Background: an optimization exercise with open tools, aiming at small area, a short achievable clock period and few clock cycles per item. Do not read the settings as production practice.
In this exercise RTL edits were held to simulation tests only and were not proved equivalent to the original.

Setup of north:
Design e_mdu, start of the top module:
module e_mdu (
  input  logic        clk,
  input  logic        reset,
  input  logic        start,
  input  logic [3:0]  md_op,
  input  logic [31:0] rs_val,
  input  logic [31:0] rt_val,
  output logic        busy,
  output logic [31:0] mu_result,
  output logic [31:0] hi,
  output logic [31:0] lo
);
  logic [31:0] hi_reg, lo_reg;
  logic        busy_reg;
  logic [3:0]  cnt_reg;
  logic [32:0] dn_reg;
  logic        cin_reg;
  logic        negq_reg, negr_reg;
  logic [3:0]  op;
  logic        is_mul, is_mac, mul_signed, mul_sub, is_div, div_signed;
  assign op = md_op;
  always_comb begin
    is_mul     = (op == MD_MULT) || (op == MD_MULTU) || (op == MD_MADD) ||
                 (op == MD_MADDU) || (op == MD_MSUB) || (op == MD_MSUBU);
    is_mac     = (op == MD_MADD) || (op == MD_MADDU) || (op == MD_MSUB) || (op == MD_MSUBU);
    mul_signed = (op == MD_MULT) || (op == MD_MADD) || (op == MD_MSUB);
    mul_sub    = (op == MD_MSUB) || (op == MD_MSUBU);
    is_div     = (op == MD_DIV) || (op == MD_DIVU);
    div_signed = (op == MD_DIV);
  end
  logic [63:0] mac_y;
  mdu_mac u_mac (
    .a   (rs_val),
    .b   (rt_val),
    .c   (is_mac ? {hi_reg, lo_reg} : 64'd0),
    .sa  (mul_signed),
    .sb  (mul_signed),
    .sub (mul_sub),
    .y   (mac_y)
  );
  logic        sa, sb;
  logic [31:0] amag, bx;
  logic [5:0]  wa, wb;
  logic [6:0]  nraw;
  logic [3:0]  ncyc;           
  logic [5:0]  nsteps;         
  logic        q_zero;         
  logic [31:0] r_init;
  logic [32:0] q_init;
  logic [32:0] dn_init;
  logic [32:0] rot, qmask;
  function automatic logic [5:0] bitlen(input logic [31:0] v);
    bitlen = 6'd0;
    for (int i = 0; i < 32; i++)
      if (v[i]) bitlen = 6'(i + 1);
  endfunction
  always_comb begin
    sa   = div_signed & rs_val[31];
    sb   = div_signed & rt_val[31];
    amag = sa ? (32'd0 - rs_val) : rs_val;
  ...
Size in the first run: ~39000 um^2 of cells after synthesis.
==> flow/config.mk <==
export PLATFORM = sky130hd
export DESIGN_NAME = e_mdu
export DESIGN_NICKNAME = e_mdu
export VERILOG_FILES = /design/flow/design.v
export SDC_FILE = /design/flow/constraint.sdc
export NUM_CORES = 4
export LEC_CHECK = 0
export ABC_AREA = 1
export CAP_MARGIN = 20
export CORE_MARGIN = 2
export CORE_UTILIZATION = 50
export SLEW_MARGIN = 20
export SYNTH_HIERARCHICAL = 1
==> flow/constraint.sdc <==
create_clock -name core_clock -period 110.0 [get_ports {clk}]
set_input_delay 22.0000 -clock core_clock [delete_from_list [all_inputs] [get_ports {clk}]]
set_output_delay 22.0000 -clock core_clock [all_outputs]
set_load 0.01 [all_outputs]
standard.sh (not shown) runs the stock make flow with config.mk's settings and CLKGATE_MAP_FILE= SYNTH_SCRIPT=/design/flow/synth_recipe.tcl, a recipe that flattens the netlist after the stock synthesis.
==> flow/flow/run.sh <==
#!/bin/bash
# Standard layout, with every port buffered by the smallest plain buffer instead of the
# delay buffer that buffer_ports picks by default, and timing repair aiming for 65 ns of
# setup slack, so that it sizes up the md_op -> mu_result read path (the one path that
# sets the achieved period) instead of stopping at 0 ns.
set -e
export BUFFER_PORTS_ARGS="-buffer_cell sky130_fd_sc_hd__buf_1"
bash standard.sh SETUP_SLACK_MARGIN=65 finish > standard_flow.log 2>&1
Testbench counts of north, summed over its fixed seeds: cycles 5,606, ops 4,000.
### north -> south
--- a/flow/design.v
+++ b/flow/design.v
@@ -2532,40 +2532,40 @@
   mdu_fa u_s1212 (.a(k1083), .b(s1084), .c(s951), .s(s1212), .co(k1213));
   mdu_fa u_s1214 (.a(k1085), .b(s1086), .c(s955), .s(s1214), .co(k1215));
   mdu_fa u_s1216 (.a(k1087), .b(s1088), .c(s959), .s(s1216), .co(k1217));
   mdu_fa u_s1218 (.a(k1089), .b(s1090), .c(s963), .s(s1218), .co(k1219));
   mdu_fa u_s1220 (.a(k1091), .b(s1092), .c(s967), .s(s1220), .co(k1221));
   mdu_fa u_s1222 (.a(k1093), .b(s1094), .c(s971), .s(s1222), .co(k1223));
   mdu_fa u_s1224 (.a(k1095), .b(s1096), .c(pp16[30]), .s(s1224), .co(k1225));
   mdu_fa u_s1226 (.a(k1097), .b(s1098), .c(pp16[31]), .s(s1226), .co(k1227));
   assign r0 = {k1225, k1223, k1221, k1219, k1217, k1215, k1213, k1211, k1209, k1207, k1205, k1203, k1201, k1199, k1197, k1195, k1193, k1191, k1189, k1187, k1185, k1183, k1181, k1179, k1177, k1175, k1173, k1171, k1169, k1167, k1165, k1163, k1161, k1159, k1157, k1155, k1153, k1151, k1149, k1147, k1145, k1143, k1141, k1139, k1137, k1135, k1133, k1131, k1129, k1127, k1125, k1123, k1121, k1119, k1117, k1115, k1113, k1111, k1109, k1107, k1105, k1103, k1101, s1100};
   assign r1 = {s1226, s1224, s1222, s1220, s1218, s1216, s1214, s1212, s1210, s1208, s1206, s1204, s1202, s1200, s1198, s1196, s1194, s1192, s1190, s1188, s1186, s1184, s1182, s1180, s1178, s1176, s1174, s1172, s1170, s1168, s1166, s1164, s1162, s1160, s1158, s1156, s1154, s1152, s1150, s1148, s1146, s1144, s1142, s1140, s1138, s1136, s1134, s1132, s1130, s1128, s1126, s1124, s1122, s1120, s1118, s1116, s1114, s1112, s1110, s1108, s1106, s1104, s1102, neg[0]};
   logic [64:0] cy;
   assign cy[0] = 1'b0;
-  for (genvar i = 0; i < 32; i++) begin : g_b0
+  for (genvar i = 0; i < 40; i++) begin : g_b0
     assign y[i] = r0[i] ^ r1[i] ^ cy[i];
     assign cy[i+1] = (r0[i] & r1[i]) | (r0[i] & cy[i]) | (r1[i] & cy[i]);
   end
-  logic [64:32] c0_1, c1_1;
-  logic [63:32] s0_1, s1_1;
-  assign c0_1[32] = 1'b0;
-  assign c1_1[32] = 1'b1;
-  for (genvar i = 32; i < 64; i++) begin : g_b1
+  logic [64:40] c0_1, c1_1;
+  logic [63:40] s0_1, s1_1;
+  assign c0_1[40] = 1'b0;
+  assign c1_1[40] = 1'b1;
+  for (genvar i = 40; i < 64; i++) begin : g_b1
     assign s0_1[i] = r0[i] ^ r1[i] ^ c0_1[i];
     assign c0_1[i+1] = (r0[i] & r1[i]) | (r0[i] & c0_1[i]) | (r1[i] & c0_1[i]);
     assign s1_1[i] = r0[i] ^ r1[i] ^ c1_1[i];
     assign c1_1[i+1] = (r0[i] & r1[i]) | (r0[i] & c1_1[i]) | (r1[i] & c1_1[i]);
   end
-  assign y[63:32] = cy[32] ? s1_1 : s0_1;
-  assign cy[64] = cy[32] ? c1_1[64] : c0_1[64];
+  assign y[63:40] = cy[40] ? s1_1 : s0_1;
+  assign cy[64] = cy[40] ? c1_1[64] : c0_1[64];
 endmodule
 module mdu_fa (
   input  logic a,
   input  logic b,
   input  logic c,
   output logic s,
   output logic co
 );
   assign s  = a ^ b ^ c;
   assign co = (a & b) | (a & c) | (b & c);
 endmodule
 module mdu_ha (
==> comparison <==
- Compared with north, in south post-layout instance area decreased 150 um^2, wire length on met3 decreased 2.2%, sequential share of layout area essentially unchanged.
- Register bit total from synthesis delta (south -> north): insignificant
- Per the comparison of south with north, data-path buffer share of cell area in the final layout went up, fmax did not really move, total wire length after detailed routing went down.
Testbench counts of south, summed over its fixed seeds: cycles 5,606, ops 4,000.


rev 12:
e_mdu, a different RTL version from the one above (not shown whole).
For scale: ~110 flip-flops, ~170 I/O pins, about 39,000 um2 of cells after synthesis.
clock: 110.0 ns
lec_check: 0
abc_area: 1
cap_margin: 20
core_margin: 2
core_utilization: 50
slew_margin: 20
synth_hierarchical: 1
==> flow/flow/run.sh <==
#!/bin/bash
# Standard layout, with every port buffered by the smallest plain buffer instead of the
# delay buffer that buffer_ports picks by default, and timing repair aiming for 65.4 ns of
# setup slack, so that it sizes up the md_op -> mu_result read path (the one path that
# sets the achieved period) instead of stopping at 0 ns.
set -e
export BUFFER_PORTS_ARGS="-buffer_cell sky130_fd_sc_hd__buf_1"
bash standard.sh SETUP_SLACK_MARGIN=65.4 finish > standard_flow.log 2>&1
Testbench counts of rev 12, summed over its fixed seeds: cycles 5,606, ops 4,000.
Here is what was changed in the inputs of rev 13 compared with rev 12.
diff --git a/flow/design.v b/flow/design.v
--- a/flow/design.v
+++ b/flow/design.v
@@ -2536,32 +2536,32 @@
   mdu_fa u_s1220 (.a(k1091), .b(s1092), .c(s967), .s(s1220), .co(k1221));
   mdu_fa u_s1222 (.a(k1093), .b(s1094), .c(s971), .s(s1222), .co(k1223));
   mdu_fa u_s1224 (.a(k1095), .b(s1096), .c(pp16[30]), .s(s1224), .co(k1225));
   mdu_fa u_s1226 (.a(k1097), .b(s1098), .c(pp16[31]), .s(s1226), .co(k1227));
   assign r0 = {k1225, k1223, k1221, k1219, k1217, k1215, k1213, k1211, k1209, k1207, k1205, k1203, k1201, k1199, k1197, k1195, k1193, k1191, k1189, k1187, k1185, k1183, k1181, k1179, k1177, k1175, k1173, k1171, k1169, k1167, k1165, k1163, k1161, k1159, k1157, k1155, k1153, k1151, k1149, k1147, k1145, k1143, k1141, k1139, k1137, k1135, k1133, k1131, k1129, k1127, k1125, k1123, k1121, k1119, k1117, k1115, k1113, k1111, k1109, k1107, k1105, k1103, k1101, s1100};
   assign r1 = {s1226, s1224, s1222, s1220, s1218, s1216, s1214, s1212, s1210, s1208, s1206, s1204, s1202, s1200, s1198, s1196, s1194, s1192, s1190, s1188, s1186, s1184, s1182, s1180, s1178, s1176, s1174, s1172, s1170, s1168, s1166, s1164, s1162, s1160, s1158, s1156, s1154, s1152, s1150, s1148, s1146, s1144, s1142, s1140, s1138, s1136, s1134, s1132, s1130, s1128, s1126, s1124, s1122, s1120, s1118, s1116, s1114, s1112, s1110, s1108, s1106, s1104, s1102, neg[0]};
   logic [64:0] cy;
   assign cy[0] = 1'b0;
-  for (genvar i = 0; i < 44; i++) begin : g_b0
+  for (genvar i = 0; i < 40; i++) begin : g_b0
     assign y[i] = r0[i] ^ r1[i] ^ cy[i];
     assign cy[i+1] = (r0[i] & r1[i]) | (r0[i] & cy[i]) | (r1[i] & cy[i]);
   end
-  logic [64:44] c0_1, c1_1;
-  logic [63:44] s0_1, s1_1;
-  assign c0_1[44] = 1'b0;
-  assign c1_1[44] = 1'b1;
-  for (genvar i = 44; i < 64; i++) begin : g_b1
+  logic [64:40] c0_1, c1_1;
+  logic [63:40] s0_1, s1_1;
+  assign c0_1[40] = 1'b0;
+  assign c1_1[40] = 1'b1;
+  for (genvar i = 40; i < 64; i++) begin : g_b1
     assign s0_1[i] = r0[i] ^ r1[i] ^ c0_1[i];
     assign c0_1[i+1] = (r0[i] & r1[i]) | (r0[i] & c0_1[i]) | (r1[i] & c0_1[i]);
     assign s1_1[i] = r0[i] ^ r1[i] ^ c1_1[i];
     assign c1_1[i+1] = (r0[i] & r1[i]) | (r0[i] & c1_1[i]) | (r1[i] & c1_1[i]);
   end
-  assign y[63:44] = cy[44] ? s1_1 : s0_1;
-  assign cy[64] = cy[44] ? c1_1[64] : c0_1[64];
+  assign y[63:40] = cy[40] ? s1_1 : s0_1;
+  assign cy[64] = cy[40] ? c1_1[64] : c0_1[64];
 endmodule
 module mdu_fa (
   input  logic a,
   input  logic b,
   input  logic c,
   output logic s,
   output logic co
 );
## What came out
- Compared with rev 12, rev 13 improves register-to-register slack.
- Rev 13 and rev 12 ended up with roughly the same via count of the first global-routing pass.
- Design area: rev 12 vs rev 13 — no meaningful difference
- Clock period minus worst slack, rev 13 and rev 12: smaller value in rev 13
- On maximum frequency, rev 12 tracks rev 13 almost exactly.
- Higher post-CTS setup buffer count among rev 13 and rev 12: rev 13
- On final setup skew, rev 12 loses to rev 13.
- The xor/xnor share of the synthesized area on rev 12 is in line with that on rev 13.
Testbench counts of rev 13, summed over its fixed seeds: cycles 5,606, ops 4,000.

## static timing again, ports no longer ideal
No port has a modelled driver above. Below, the same layouts with a new extraction and two added sets of constraints. Step 1 sets driving cells, clkbuf_16 on the clock port and buf_2 on the other inputs (assumed; they add their load-dependent delay and slew). Step 2, shift: input delay + t, output delay - t, t = (earliest + latest rising clock arrival at the registers) / 2. This alone moves slack from input paths to output paths. Slacks: ideal / step 1 / step 2; pairs: ideal / step 1.
| run | t (ns) | setup slack, ns | worst slew at a driven data input, ns |
|---|---|---|---|
| north | 0.444 | 64.993 / 64.961 / 64.961 | 0.05 |
| south | 0.441 | 64.980 / 64.954 / 64.954 | 0.13 |
| rev 12 | 0.446 | 65.113 / 65.064 / 65.064 | 0.07 |
| rev 13 | 0.438 | 65.153 / 65.095 / 65.095 | 0.11 |
After both steps setup and hold are still met in every run listed. The setup slack of rev 13, which loses most, moves by -0.058 ns with the drivers and by -0.058 ns with both steps.
